What follows belongs to an exercise in optimizing a design on an open flow for small area and a short achievable clock period; a production flow would make more cautious choices.
At most, simulation tests tie the RTL to the original design; equivalence was not proved.
Power figures rest on the tool's default switching activity, not on a simulated workload.

==> flow/design.v (excerpt) <==
module mfb_frame_gen_top (
    input  logic          CLK,
    input  logic          RESET,
    input  logic          START,
    input  logic [31:0]   FRAMES,
    input  logic [15:0]   LEN_MIN,
    input  logic [15:0]   LEN_MAX,
    output logic          BUSY,
    output logic          DONE,
    output logic [31:0]   SENT_CNT,
    output logic [1023:0] TX_DATA,
    output logic [5:0]    TX_SOF_POS,
    output logic [11:0]   TX_EOF_POS,
    output logic [1:0]    TX_SOF,
    output logic [1:0]    TX_EOF,
    output logic          TX_SRC_RDY,
    input  logic          TX_DST_RDY
);
clock: 12.0 ns
lec_check: 0
abc_clock_period_in_ps: 4000
cap_margin: 20
core_area: 4 4 396 396
die_area: 0 0 400 400
setup_slack_margin: 5
slew_margin: 20
run.sh (not shown) runs the stock make flow with config.mk's settings and CLKGATE_MAP_FILE= SYNTH_SCRIPT=/design/flow/synth_recipe.tcl, a recipe that flattens the netlist after the stock synthesis.
Next try:
==> flow/flow/run.sh (new file) <==
#!/bin/bash
set -euo pipefail
bash standard.sh \
  "BUFFER_PORTS_ARGS=-buffer_cell sky130_fd_sc_hd__buf_1" \
  SETUP_SLACK_MARGIN=8 \
  finish > make.log 2>&1
==> flow/standard.sh (new file) <==
#!/bin/bash
# synth_recipe.tcl (not shown) runs the flow's synth.tcl, then flattens the netlist and writes it again
# the make line also repeats each setting of config.mk as NAME=value (left out here)
make -C /OpenROAD-flow-scripts/flow DESIGN_CONFIG=/design/flow/config.mk WORK_HOME=/design/flow/orfs CLKGATE_MAP_FILE= SYNTH_SCRIPT=/design/flow/synth_recipe.tcl "${@:-finish}"
--- a/flow/config.mk
+++ b/flow/config.mk
@@ -12 +11,0 @@
-export SETUP_SLACK_MARGIN = 5
removed: flow/run.sh
Result:
- The new run went through all stages and came out clean
- clock skew stays flat
- utilization went up by 11 points
- wire length came out higher by about 24%
- setup slack gets better by 1.4 ns
- cell area climbs by about 50%
- combinational power grows by about 47%
- final cell count came out higher by about 13%
- non-clock buffer count came out higher by 738

---

## before
Another version of the RTL of mfb_frame_gen_top (not shown whole).
Size: about 2800 cells after synthesis, about 25000 µm² of cells after synthesis.
==> flow/config.mk <==
export PLATFORM = sky130hd
export DESIGN_NAME = mfb_frame_gen_top
export DESIGN_NICKNAME = mfb_frame_gen_top
export VERILOG_FILES = /design/flow/design.v
export SDC_FILE = /design/flow/constraint.sdc
export NUM_CORES = 4
export LEC_CHECK = 0
export ABC_CLOCK_PERIOD_IN_PS = 3000
export CAP_MARGIN = 20
export CORE_AREA = 4 4 326 326
export DIE_AREA = 0 0 330 330
export PLACE_DENSITY = 0.45
export SLEW_MARGIN = 20
==> flow/constraint.sdc <==
create_clock -name core_clock -period 12.0 [get_ports {CLK}]
set_input_delay 2.4000 -clock core_clock [delete_from_list [all_inputs] [get_ports {CLK}]]
set_output_delay 2.4000 -clock core_clock [all_outputs]
set_load 0.01 [all_outputs]
standard.sh (not shown) runs the stock make flow with config.mk's settings and CLKGATE_MAP_FILE= SYNTH_SCRIPT=/design/flow/synth_recipe.tcl, a recipe that flattens the netlist after the stock synthesis.
==> flow/flow/run.sh <==
#!/bin/bash
set -euo pipefail
bash standard.sh \
  "BUFFER_PORTS_ARGS=-buffer_cell sky130_fd_sc_hd__buf_1" \
  SETUP_SLACK_MARGIN=7.5 \
  finish > make.log 2>&1
In summary, before completed successfully, with a layout that passed the timing, design-rule and antenna checks.
What after does differently from before at the input level:
- PLACE_DENSITY: 0.45 -> unset
diff --git a/flow/flow/run.sh b/flow/flow/run.sh
--- a/flow/flow/run.sh
+++ b/flow/flow/run.sh
@@ -5 +5 @@
-  SETUP_SLACK_MARGIN=7.5 \
+  SETUP_SLACK_MARGIN=7.3 \
--- outcome ---
| count of buffering cells on the critical path with inverters included | lower: after |
Est. power | after vs before | after lower
The setup slack number comes out lower for before vs after.
Average routed wire per standard cell (higher): after
First-pass GRT wire length ends up lower on after.
From before to after the numbers moved as follows: per-cell via count in the routed design increased by about 2.7% relative to the old numbers, count of filler cells inserted in the layout increased by 1.0% relative to the old numbers, data arrival time at the worst-slack endpoint decreased by 0.06 ns relative to the old numbers.

---

Setup of alpha:
mfb_frame_gen_top, a different RTL version from the one above (not shown whole).
Size: ~210 flip-flops, about 1100 I/O pins, ~22000 µm² of cells after synthesis.
==> flow/config.mk <==
export PLATFORM = sky130hd
export DESIGN_NAME = mfb_frame_gen_top
export DESIGN_NICKNAME = mfb_frame_gen_top
export VERILOG_FILES = /design/flow/design.v
export SDC_FILE = /design/flow/constraint.sdc
export NUM_CORES = 4
export LEC_CHECK = 0
export ABC_CLOCK_PERIOD_IN_PS = 3000
export CAP_MARGIN = 20
export CORE_AREA = 4 4 326 326
export DIE_AREA = 0 0 330 330
export SLEW_MARGIN = 20
==> flow/constraint.sdc <==
create_clock -name core_clock -period 12.0 [get_ports {CLK}]
set_input_delay 2.4000 -clock core_clock [delete_from_list [all_inputs] [get_ports {CLK}]]
set_output_delay 2.4000 -clock core_clock [all_outputs]
set_load 0.01 [all_outputs]
==> flow/flow/run.sh <==
#!/bin/bash
set -euo pipefail
bash standard.sh \
  "BUFFER_PORTS_ARGS=-buffer_cell sky130_fd_sc_hd__buf_1" \
  SETUP_SLACK_MARGIN=6.5 \
  finish > make.log 2>&1
alpha finished all stages; the layout is clean.
[inputs] beta vs alpha
# alpha
export LEC_CHECK = 0
export ABC_CLOCK_PERIOD_IN_PS = 3000
export CAP_MARGIN = 20
export CORE_AREA = 4 4 326 326
export DIE_AREA = 0 0 330 330
export SLEW_MARGIN = 20
create_clock -name core_clock -period 12.0 [get_ports {CLK}]
# beta
export LEC_CHECK = 0
export ABC_CLOCK_PERIOD_IN_PS = 3000
export CAP_MARGIN = 20
export CORE_AREA = 4 4 396 396
export DIE_AREA = 0 0 400 400
export SLEW_MARGIN = 20
create_clock -name core_clock -period 12.0 [get_ports {CLK}]
diff --git a/flow/flow/run.sh b/flow/flow/run.sh
--- a/flow/flow/run.sh
+++ b/flow/flow/run.sh
@@ -5 +5 @@
-  SETUP_SLACK_MARGIN=6.5 \
+  SETUP_SLACK_MARGIN=5 \
Notes after the runs:
- In terms of combinational power share, beta and alpha differ only marginally.
- Diff alpha -> beta: overall power after layout has decreased; setup slack of the critical path after layout down 1.38 ns.
- Lower net count reported at finish among beta and alpha: beta
- Highest achievable clock rate, beta and alpha: lower on beta
- Taking alpha as the reference, in beta clock network fraction of design power lost 0.6 points, die area rose about 47%, final weighted congestion of routability-driven global placement moved down, total met2 wirelength after detailed routing went up about 3.7%.
- The lower sequential share of layout area came out of alpha.
Function was not checked in any run of this note: the RTL went through the layout flow alone.

---

Setup of sierra:
mfb_frame_gen_top, a different RTL version from the one above (not shown whole).
For scale: ~2,900 cells after synthesis, about 270 flip-flops, about 1,100 I/O pins, about 25,000 um^2 of cells after synthesis.
clock: 12.0 ns
lec_check: 0
abc_clock_period_in_ps: 3000
cap_margin: 20
core_area: 4 4 341 341
die_area: 0 0 345 345
slew_margin: 20
==> flow/flow/run.sh <==
#!/bin/bash
# The standard ORFS layout (standard.sh, with the standard synthesis), with
#  - the smallest buffer on the ports,
#  - the TX_DATA pins that one register or gate drives placed side by side
#    (place_pins -group_pins), so that those nets stay short, and
set -euo pipefail

# Item i of region r is TX_DATA[(r*64+i)*8 +: 8]. Bit b < 3 of an item comes
# from a register (or its complement) shared by the items with the same
# i mod 2^b; bit 3 is shared by the items with the same i mod 16 (as i/8 mod
# 2, i mod 8) and bit 4 by those with the same i mod 32; only the groups for bits 0-2 are made here.
groups=""
group() {  # $1: bit, $2: modulus; one group per residue
    local r=$3 b=$1 n=$2 g i k list
    for ((g = 0; g < n; g++)); do
        list=""
        k=0
        for ((i = g; i < 64; i += n)); do
            list+=" TX_DATA[$(( (r * 64 + i) * 8 + b ))]"
            # at most 16 pins a group, which place_pins can always fit
            if (( ++k == 16 )); then
                groups+=" -group_pins {${list# }}"
                list=""
                k=0
            fi
        done
        if [[ -n $list ]]; then groups+=" -group_pins {${list# }}"; fi
    done
}
for r in 0 1; do
    group 0 1 $r
    group 1 2 $r
    group 2 4 $r
    :
    :
done

bash standard.sh \
  "BUFFER_PORTS_ARGS=-buffer_cell sky130_fd_sc_hd__buf_1" \
  "PLACE_PINS_ARGS=${groups# }" \
  SETUP_SLACK_MARGIN=7.5 \
  finish > make.log 2>&1
sierra finished every stage and its layout cleared the timing, design-rule and antenna checks.
Changes in xenon relative to sierra:
Settings: a change of CORE_AREA from 4 4 341 341 to 4 4 314 314; a change of DIE_AREA from 0 0 345 345 to 0 0 318 318.
==> results.txt <==
The floorplan row count in xenon is 0.919 times that in sierra.
Flip-flop and latch count after synthesis: xenon vs sierra identical
The flow ended early for xenon: it failed with a tool error in 3_2_place_iop.
Row effective utilization at floorplan: xenon higher / sierra lower
Height of the die (sierra / xenon): 1.08
As far as area fraction in and, or, nand and nor cells after synthesis goes, xenon and sierra are indistinguishable; the numbers are identical.
What onyx does differently from xenon at the input level:
Settings: CORE_AREA: 4 4 314 314 -> 4 4 326 326; DIE_AREA: 0 0 318 318 -> 0 0 330 330.
diff --git a/flow/flow/run.sh b/flow/flow/run.sh
--- a/flow/flow/run.sh
+++ b/flow/flow/run.sh
@@ -41 +41 @@
-  SETUP_SLACK_MARGIN=7.5 \
+  SETUP_SLACK_MARGIN=7.6 \
### Flow results
Reported for onyx and xenon, async set-or-reset flop fraction in the synthesized netlist turned out identical to the last digit.
onyx -> xenon: synthesized-area fraction occupied by and/or/nand/nor cells delta 0, exact match
Measured against each other, onyx and xenon differ in initial cell density of the core, the higher figure coming from xenon.
Area after synthesis: onyx vs xenon — no meaningful difference
As far as post-synthesis instance total goes, onyx and xenon are indistinguishable; the numbers are identical.
onyx reached the final stage; the timing, design-rule and antenna checks on its layout passed.
Diff xenon -> onyx: width of the chip increased by 3.8% relative to the old numbers; synthesized-area fraction occupied by xor and xnor cells closely matched the old numbers; placement row count increased by 4 relative to the old numbers; floorplan die height increased by about 3.8% relative to the old numbers.

---

Setup of v15:
Another version of the RTL of mfb_frame_gen_top (not shown whole).
For scale: ~260 flip-flops.
export LEC_CHECK = 0
export ABC_CLOCK_PERIOD_IN_PS = 3000
export CAP_MARGIN = 20
export CORE_AREA = 4 4 326 326
export DIE_AREA = 0 0 330 330
export SLEW_MARGIN = 20
create_clock -name core_clock -period 12.0 [get_ports {CLK}]
==> flow/flow/run.sh <==
#!/bin/bash
# The standard ORFS layout (standard.sh, with the standard synthesis), with
#  - the smallest buffer on the ports,
#  - the TX_DATA pins that one register or gate drives placed side by side
#    (place_pins -group_pins), so that those nets stay short, and
set -euo pipefail

# Item i of region r is TX_DATA[(r*64+i)*8 +: 8]. Bit b < 3 of an item comes
# from a register (or its complement) shared by the items with the same
# i mod 2^b; bit 3 is shared by the items with the same i mod 16 (as i/8 mod
# 2, i mod 8) and bit 4 by those with the same i mod 32.
groups=""
group() {  # $1: bit, $2: modulus; one group per residue
    local r=$3 b=$1 n=$2 g i list
    for ((g = 0; g < n; g++)); do
        list=""
        for ((i = g; i < 64; i += n)); do
            list+=" TX_DATA[$(( (r * 64 + i) * 8 + b ))]"
        done
        groups+=" -group_pins {${list# }}"
    done
}
for r in 0 1; do
    group 0 1 $r
    group 1 2 $r
    group 2 4 $r
    group 3 16 $r
    group 4 32 $r
done

bash standard.sh \
  "BUFFER_PORTS_ARGS=-buffer_cell sky130_fd_sc_hd__buf_1" \
  "PLACE_PINS_ARGS=${groups# }" \
  SETUP_SLACK_MARGIN=7.3 \
  finish > make.log 2>&1
What ended v15 was a tool error in 3_2_place_iop; the run never finished.
Modified inputs, v24 compared to v15
diff --git a/flow/flow/run.sh b/flow/flow/run.sh
--- a/flow/flow/run.sh
+++ b/flow/flow/run.sh
@@ -10,12 +10,19 @@
 # i mod 2^b; bit 3 is shared by the items with the same i mod 16 (as i/8 mod
-# 2, i mod 8) and bit 4 by those with the same i mod 32.
+# 2, i mod 8) and bit 4 by those with the same i mod 32; only the groups for bits 0-2 are made here.
 groups=""
 group() {  # $1: bit, $2: modulus; one group per residue
-    local r=$3 b=$1 n=$2 g i list
+    local r=$3 b=$1 n=$2 g i k list
     for ((g = 0; g < n; g++)); do
         list=""
+        k=0
         for ((i = g; i < 64; i += n)); do
             list+=" TX_DATA[$(( (r * 64 + i) * 8 + b ))]"
+            # at most 16 pins a group, which place_pins can always fit
+            if (( ++k == 16 )); then
+                groups+=" -group_pins {${list# }}"
+                list=""
+                k=0
+            fi
         done
-        groups+=" -group_pins {${list# }}"
+        if [[ -n $list ]]; then groups+=" -group_pins {${list# }}"; fi
     done
@@ -26,4 +33,4 @@
     group 2 4 $r
-    group 3 16 $r
-    group 4 32 $r
+    :
+    :
 done
==> results.txt <==
Looking at the reports, v24 completed the entire flow and the layout it produced met the timing, design-rule and antenna checks.
Between v15 and v24, the difference in synthesized cell count is negligible.
Initial core utilization of v15 is on par with v24.
As far as number of enable-type register cells in the synthesized netlist goes, v24 and v15 are indistinguishable; the numbers are identical.
Changes in v11 relative to v24:
diff --git a/flow/flow/run.sh b/flow/flow/run.sh
--- a/flow/flow/run.sh
+++ b/flow/flow/run.sh
@@ -13,16 +13,9 @@
 group() {  # $1: bit, $2: modulus; one group per residue
-    local r=$3 b=$1 n=$2 g i k list
+    local r=$3 b=$1 n=$2 g i list
     for ((g = 0; g < n; g++)); do
         list=""
-        k=0
         for ((i = g; i < 64; i += n)); do
             list+=" TX_DATA[$(( (r * 64 + i) * 8 + b ))]"
-            # at most 16 pins a group, which place_pins can always fit
-            if (( ++k == 16 )); then
-                groups+=" -group_pins {${list# }}"
-                list=""
-                k=0
-            fi
         done
-        if [[ -n $list ]]; then groups+=" -group_pins {${list# }}"; fi
+        groups+=" -group_pins {${list# }}"
     done
Notes after the runs:
Status(v11) = ERROR, stage = 3_2_place_iop
As far as async set-or-reset flop fraction in the synthesized netlist goes, v24 and v11 are indistinguishable; the numbers are identical.
As far as number of synthesized flops with an enable pin goes, v11 and v24 are indistinguishable; the numbers are identical.
v24 -> v11: post-synthesis xor/xnor area fraction delta 0, exact match
Re compound-cell area share of the yosys netlist: no difference whatsoever between v11 and v24.
Synthesized cell count: v11 vs v24 identical
### v11 -> v18
==> flow/flow/run.sh <==
#!/bin/bash
set -euo pipefail
bash standard.sh \
  "BUFFER_PORTS_ARGS=-buffer_cell sky130_fd_sc_hd__buf_1" \
  SETUP_SLACK_MARGIN=7.1 \
  finish > make.log 2>&1
### Flow results
The final layout from v18, which completed every stage, passed the timing, design-rule and antenna checks at the end of the flow. Number of placement rows came out exactly the same in v11 and v18. Status: average instance area after synthesis parity (v18, v11). Re synthesized cell count: no difference whatsoever between v18 and v11. From v11 to v18, count of flip-flops with a built-in enable after synthesis did not move at all. Comparing v18 against v11, there is no change at all in number of distinct library cells after synthesis. Re register area share after synthesis: no difference whatsoever between v11 and v18.
Function was not checked in any run of this note: the RTL went through the layout flow alone.

==> what the ideal ports hide <==
The results above use ideal ports. As a check the final layouts listed here were re-extracted and re-timed, cells and wires unchanged. Step 1 (the two cells are an assumption about what drives the block):
set clk [get_ports {CLK}]
set_driving_cell -lib_cell sky130_fd_sc_hd__clkbuf_16 $clk
set_driving_cell -lib_cell sky130_fd_sc_hd__buf_2 [delete_from_list [all_inputs] $clk]
Step 2, shift: input delay + t, output delay - t, t = (earliest + latest rising clock arrival at the registers) / 2. This alone moves slack from input paths to output paths. Three values: ideal ports, drivers, drivers and shift; two values: the first two.
| run | t (ns) | setup WS [ns] | latest minus earliest clock arrival (ns) | slew at the worst register clock pin (ns) | cell pins on the clock port's net |
|---|---|---|---|---|---|
| the first run of note 1 | 0.591 | 5.062 / 5.011 / 5.112 | 0.027 / 0.028 | 0.08 / 0.08 | 1 |
| the second run of note 1 | 0.599 | 6.483 / 6.483 / 6.483 | 0.025 / 0.024 | 0.08 / 0.08 | 1 |
| before | 0.649 | 7.198 / 7.137 / 6.743 | 0.029 / 0.029 | 0.07 / 0.07 | 1 |
| after | 0.639 | 7.258 / 7.198 / 6.785 | 0.027 / 0.027 | 0.07 / 0.07 | 1 |
| alpha | 0.609 | 6.474 / 6.411 / 6.280 | 0.021 / 0.022 | 0.07 / 0.07 | 1 |
| beta | 0.604 | 5.090 / 5.039 / 5.643 | 0.014 / 0.014 | 0.07 / 0.07 | 1 |
| sierra | 0.651 | 7.428 / 7.372 / 6.978 | 0.055 / 0.055 | 0.07 / 0.07 | 1 |
| onyx | 0.613 | 7.580 / 7.513 / 7.066 | 0.037 / 0.037 | 0.07 / 0.07 | 1 |
| v24 | 0.615 | 7.283 / 7.217 / 6.824 | 0.019 / 0.020 | 0.06 / 0.06 | 1 |
| v18 | 0.621 | 7.082 / 7.026 / 6.684 | 0.025 / 0.025 | 0.07 / 0.07 | 1 |
After both steps every run listed still meets setup and hold. For onyx, which loses most, drivers alone change the setup slack by -0.067 ns; drivers and shift together by -0.514 ns.
